Context: an optimization exercise on an open-source flow, tuned for small area, a short achievable clock period and few clock cycles per item. The choices shown serve that exercise and are no tape-out recipe.
Only simulation tests tie the RTL to the original design; equivalence was not proved.

==> 04-13: inputs <==
## tpu_rsqrt_iter_unit
module tpu_rsqrt_iter_unit #(
  parameter int IN_WIDTH  = 16,
  parameter int IN_FRAC   = 8,
  parameter int OUT_WIDTH = 16,
  parameter int OUT_FRAC  = 11,
  parameter int LUT_BITS  = 6,
  parameter int MAX_ITERS = 3,
  parameter int TAG_WIDTH = 4
) (
  input  logic                           clk,
  input  logic                           rst_n,
  input  logic                           flush,
  input  logic                           in_valid,
  output logic                           in_ready,
  input  logic [IN_WIDTH-1:0]            in_data,
  input  logic                           in_op,
  input  logic [$clog2(MAX_ITERS+1)-1:0] in_iters,
  input  logic [TAG_WIDTH-1:0]           in_tag,
  output logic                           out_valid,
  input  logic                           out_ready,
  output logic [OUT_WIDTH-1:0]           out_data,
  output logic [TAG_WIDTH-1:0]           out_tag,
  output logic                           out_sat,
  output logic                           out_zero,
  output logic                           busy,
  output logic [31:0]                    ops_count,
  output logic [31:0]                    sat_count
);
make LEC_CHECK=0 CAP_MARGIN=20 CORE_MARGIN=2 CORE_UTILIZATION=55 CTS_BUF_LIST=sky130_fd_sc_hd__clkbuf_16 CTS_CLUSTER_DIAMETER=150 CTS_CLUSTER_SIZE=30 SETUP_SLACK_MARGIN=5 SLEW_MARGIN=20 SYNTH_HIERARCHICAL=1 finish   # period 11.0 ns
run.sh (not shown) runs the stock make flow with config.mk's settings and CLKGATE_MAP_FILE= SYNTH_SCRIPT=/design/flow/synth_recipe.tcl, a recipe that flattens the netlist after the stock synthesis.
==> 06-16: changes against 04-13 <==
- CTS_CLUSTER_SIZE: 30 -> 25
==> impl_metrics.env <==
export IMPL_wl_per_cell_um=22.15
export IMPL_path_cells="buf_4, xnor2_1, fa_1, fa_1, fa_1, fa_1, ha_1, a21o_1, a21o_1, a21o_1, a221oi_4, a21oi_1, o41ai_4, o2111ai_1, a21oi_1, xnor2_1, inv_1, ha_1, mux2_2"
export IMPL_fillers=10584
export IMPL_crit_path_frequent_cell="fa_1"
export IMPL_fin_crit_sh_pct=53.01
export IMPL_status="no timing/DRC/antenna violations"
export IMPL_use_met3_pct=3.276
export IMPL_min_from="m_q[7][8]"
export IMPL_grt_util_met2_pct=47.93
export IMPL_regArea_um2=13110
export IMPL_wl_met1_um=81190
export IMPL_num_nets_final=8066
export IMPL_use_met1_pct=40.83
export IMPL_nClkBuffers=30
export IMPL_slew_headroom_pct=28.31
# the run above: 06-16

==> impl_metrics.env <==
export IMPL_start_util_pct=55.56
export IMPL_grt_util_met2_pct=47.91
export IMPL_use_met1_pct=40.83
export IMPL_fillers=10544
export IMPL_min_from="it_q[7][1]"
export IMPL_fin_cells=8297
export IMPL_wl_per_cell_um=22.17
export IMPL_synth_top_cell_by_area="fa_1"
export IMPL_post_route_util_pct=59.32
export IMPL_wl_met1_um=81320
export IMPL_grt_pass1_wl_um=292100
export IMPL_post_cts_buffers=12
export IMPL_slew_headroom_pct=30.71
export IMPL_status="no timing/DRC/antenna violations"
export IMPL_regArea_um2=13110
export IMPL_crit_path_frequent_cell="clkdlybuf4s50_1"
export IMPL_path_cells="clkdlybuf4s50_1, nor2b_1, a21oi_1, clkdlybuf4s50_1"
export IMPL_nClkBuffers=27
# the run above: 04-13

Testbench counts of 04-13, summed over its fixed seeds: cycles 4,880, items 4,800.
Testbench counts of 06-16, summed over its fixed seeds: cycles 4,880, items 4,800.

---

==> build 52 <==
Another version of the RTL of tpu_rsqrt_iter_unit (not shown whole).
## tpu_rsqrt_iter_unit
module tpu_rsqrt_iter_unit #(
  parameter int IN_WIDTH  = 16,
  parameter int IN_FRAC   = 8,
  parameter int OUT_WIDTH = 16,
  parameter int OUT_FRAC  = 11,
  parameter int LUT_BITS  = 6,
  parameter int MAX_ITERS = 3,
  parameter int TAG_WIDTH = 4
) (
  input  logic                           clk,
  input  logic                           rst_n,
  input  logic                           flush,
  input  logic                           in_valid,
  output logic                           in_ready,
  input  logic [IN_WIDTH-1:0]            in_data,
  input  logic                           in_op,
  input  logic [$clog2(MAX_ITERS+1)-1:0] in_iters,
  input  logic [TAG_WIDTH-1:0]           in_tag,
  output logic                           out_valid,
  input  logic                           out_ready,
  output logic [OUT_WIDTH-1:0]           out_data,
  output logic [TAG_WIDTH-1:0]           out_tag,
  output logic                           out_sat,
  output logic                           out_zero,
  output logic                           busy,
  output logic [31:0]                    ops_count,
  output logic [31:0]                    sat_count
);
Settings: LEC_CHECK=0, ABC_AREA=1, CAP_MARGIN=20, CORE_MARGIN=2, CORE_UTILIZATION=55, CTS_BUF_LIST=sky130_fd_sc_hd__clkbuf_16, CTS_CLUSTER_DIAMETER=150, CTS_CLUSTER_SIZE=25, SETUP_SLACK_MARGIN=5, SLEW_MARGIN=20, SYNTH_HIERARCHICAL=1; clock period 11.0 ns.
==> build 36 (differences from build 52) <==
--- a/flow/design.v
+++ b/flow/design.v
@@ -1230,15 +1230,14 @@
   logic [18:0] p8;
   logic [2:0]  y3;
   logic [34:0] mr8;
   logic        dn_d, d1_d, d2_d;              
   logic        dn_q, d1_q, d2_q;
   logic [35:0] a_q;           
   logic [3:0]  sh_q;          
-  logic        z_q;           
   logic bp8_o0, bp8_t0, bp8_n0;
   assign bp8_o0 = m_q[8][0] ^ 1'b0;
   assign bp8_t0 = (m_q[8][1] & ~m_q[8][0] & ~1'b0) | (~m_q[8][1] & m_q[8][0] & 1'b0);
   assign bp8_n0 = m_q[8][1] & ~(m_q[8][0] & 1'b0);
   logic bp8_o1, bp8_t1, bp8_n1;
   assign bp8_o1 = m_q[8][2] ^ m_q[8][1];
   assign bp8_t1 = (m_q[8][3] & ~m_q[8][2] & ~m_q[8][1]) | (~m_q[8][3] & m_q[8][2] & m_q[8][1]);
@@ -1504,15 +1503,14 @@
       endcase
     end
   end
   always_ff @(posedge clk) begin
     dn_q <= dn_d; d1_q <= d1_d; d2_q <= d2_d;
     a_q  <= op_q[8] ? {1'b0, mr8} : {1'b0, r_q7, 16'd0};
     sh_q <= op_q[8] ? (4'd3 + {1'b0, sp_q[8]}) : (4'd11 - {1'b0, sp_q[8]});
-    z_q  <= (m_q[8] == '0);
   end
   logic [16:0] q9;
   logic [35:0] b9, c9, w9;
   logic [19:0] hi9;
   logic [19:0] o9;
   logic        sat9, z9;
   logic [15:0] out_data_q;
@@ -1523,15 +1521,15 @@
                d1_q ? {19'd0, q9} :
                d2_q ? {18'd0, q9, 1'b0} : 36'd0;
   assign c9  = 36'd1 << (5'd15 + {1'b0, sh_q});
   assign w9  = a_q + b9 + c9;
   assign hi9 = w9[35:16];
   assign o9  = hi9 >> sh_q;
   assign sat9 = |o9[19:16];
-  assign z9   = z_q;
+  assign z9   = (m_q[9] == '0);    
   always_ff @(posedge clk) if (take) begin
     out_data_q <= z9 ? (op_q[9] ? 16'h0000 : 16'hFFFF) : (sat9 ? 16'hFFFF : o9[15:0]);
     out_tag_q  <= tag_q[9];
     out_sat_q  <= !z9 && sat9;
     out_zero_q <= z9;
   end
   assign out_valid = out_valid_q;
- ABC_AREA: 1 -> default
==> trial 94 (differences from build 52) <==
--- a/flow/design.v
+++ b/flow/design.v
@@ -1230,15 +1230,14 @@
   logic [18:0] p8;
   logic [2:0]  y3;
   logic [34:0] mr8;
   logic        dn_d, d1_d, d2_d;              
   logic        dn_q, d1_q, d2_q;
   logic [35:0] a_q;           
   logic [3:0]  sh_q;          
-  logic        z_q;           
   logic bp8_o0, bp8_t0, bp8_n0;
   assign bp8_o0 = m_q[8][0] ^ 1'b0;
   assign bp8_t0 = (m_q[8][1] & ~m_q[8][0] & ~1'b0) | (~m_q[8][1] & m_q[8][0] & 1'b0);
   assign bp8_n0 = m_q[8][1] & ~(m_q[8][0] & 1'b0);
   logic bp8_o1, bp8_t1, bp8_n1;
   assign bp8_o1 = m_q[8][2] ^ m_q[8][1];
   assign bp8_t1 = (m_q[8][3] & ~m_q[8][2] & ~m_q[8][1]) | (~m_q[8][3] & m_q[8][2] & m_q[8][1]);
@@ -1504,15 +1503,14 @@
       endcase
     end
   end
   always_ff @(posedge clk) begin
     dn_q <= dn_d; d1_q <= d1_d; d2_q <= d2_d;
     a_q  <= op_q[8] ? {1'b0, mr8} : {1'b0, r_q7, 16'd0};
     sh_q <= op_q[8] ? (4'd3 + {1'b0, sp_q[8]}) : (4'd11 - {1'b0, sp_q[8]});
-    z_q  <= (m_q[8] == '0);
   end
   logic [16:0] q9;
   logic [35:0] b9, c9, w9;
   logic [19:0] hi9;
   logic [19:0] o9;
   logic        sat9, z9;
   logic [15:0] out_data_q;
@@ -1523,15 +1521,15 @@
                d1_q ? {19'd0, q9} :
                d2_q ? {18'd0, q9, 1'b0} : 36'd0;
   assign c9  = 36'd1 << (5'd15 + {1'b0, sh_q});
   assign w9  = a_q + b9 + c9;
   assign hi9 = w9[35:16];
   assign o9  = hi9 >> sh_q;
   assign sat9 = |o9[19:16];
-  assign z9   = z_q;
+  assign z9   = (m_q[9] == '0);    
   always_ff @(posedge clk) if (take) begin
     out_data_q <= z9 ? (op_q[9] ? 16'h0000 : 16'hFFFF) : (sat9 ? 16'hFFFF : o9[15:0]);
     out_tag_q  <= tag_q[9];
     out_sat_q  <= !z9 && sat9;
     out_zero_q <= z9;
   end
   assign out_valid = out_valid_q;
- ABC_AREA: 1 -> default
- CORE_UTILIZATION: 55 -> 66
==> flow_metrics.tcl <==
set metrics [dict create \
    fillCellCount 12100 \
    crit_path_top_delay_cell "sky130_fd_sc_hd__clkdlybuf4s50_1" \
    die_w_um 365 \
    worst_path_cell_chain "dlygate4sd2_1, nor2_1, nand2_1, a21oi_1, clkdlybuf4s50_1" \
    final_critical_path_setup_slack_ps 5130 \
    worst_clock_skew_ps 47.0 \
    grt_usage 0.312 \
    flip_flop_and_latch_count_after_synthesis 643 \
    run_status "complete, no violations" \
    placedInstanceArea_um2 74500 \
    antenna_cells 1 \
    post-cts-setup-buffers 0 \
]
# the run above: build 52

==> flow_metrics.tcl <==
set metrics [dict create \
    run_status "complete, no violations" \
    clock_tree.root_cell "sky130_fd_sc_hd__clkbuf_16" \
    fillCellCount 11000 \
    placedInstanceArea_um2 70800 \
    die_w_um 357 \
    worst_path_cell_chain "buf_4, nand2_1, ha_4, o21ai_0, o21ba_4, o211a_4, and2_1, ha_1, a21oi_2, fa_1, inv_1, ha_2, and4_1, nand4_4, o221a_4, a2111oi_4, o21ai_2, nand3_1, o2111ai_2, mux2_2, a221oi_2, a221oi_1" \
    gr-total-overflow 0 \
    num_vias 51300 \
    post-place-ws_ps 4640 \
    crit_path_top_delay_cell "sky130_fd_sc_hd__fa_1" \
    grt_usage 0.292 \
    flip_flop_and_latch_count_after_synthesis 642 \
    final_critical_path_setup_slack_ps 5230 \
    antenna_cells 1 \
]
# the run above: build 36

==> flow_metrics.tcl <==
set metrics [dict create \
    run_status "complete, no violations" \
    grt_usage 0.334 \
    worst_clock_skew_ps 36.0 \
    final_critical_path_setup_slack_ps 5160 \
    crit_path_top_delay_cell "sky130_fd_sc_hd__clkdlybuf4s50_1" \
    worst_path_cell_chain "dlygate4sd2_1, nor2_1, nand2_1, a21oi_1, clkdlybuf4s50_1" \
    flip_flop_and_latch_count_after_synthesis 642 \
]
# the run above: trial 94

Testbench counts of build 52, summed over its fixed seeds: cycles 4,880, items 4,800.
Testbench counts of build 36, summed over its fixed seeds: cycles 4,880, items 4,800.
Testbench counts of trial 94, summed over its fixed seeds: cycles 4,880, items 4,800.

[what the ideal ports hide]
In the flow no input, the clock included, has a driving cell. The finished layouts below were timed again as built, in two steps.
Step 1 sets driving cells, clkbuf_16 on the clock port and buf_2 on the other inputs (assumed; they add their load-dependent delay and slew).
Step 2 also shifts input and output timing later by t, the mid clock arrival at the registers, as if the neighbouring blocks saw the same clock.
a / b / c = ideal / step 1 / step 2; a / b = the first two.
| run | t, ns | slack for setup (ns) | hold WS [ns] | latest minus earliest clock arrival (ns) | slew at the worst register clock pin (ns) |
|---|---|---|---|---|---|
| 04-13 | 0.732 | 5.201 / 5.156 / 5.156 | 0.329 / 0.329 / 0.329 | 0.025 / 0.025 | 0.12 / 0.12 |
| 06-16 | 0.742 | 5.169 / 5.155 / 5.155 | 0.312 / 0.312 / 0.312 | 0.034 / 0.035 | 0.11 / 0.11 |
| build 52 | 0.716 | 5.128 / 5.106 / 5.106 | 0.298 / 0.298 / 0.298 | 0.047 / 0.047 | 0.11 / 0.11 |
| build 36 | 0.715 | 5.233 / 5.206 / 5.206 | 0.318 / 0.318 / 0.318 | 0.034 / 0.034 | 0.11 / 0.11 |
| trial 94 | 0.750 | 5.160 / 5.143 / 5.143 | 0.313 / 0.313 / 0.313 | 0.036 / 0.037 | 0.12 / 0.12 |
After both steps setup and hold are still met in every run listed. For 04-13, which loses most, drivers alone change the setup slack by -0.045 ns; drivers and shift together by -0.045 ns.
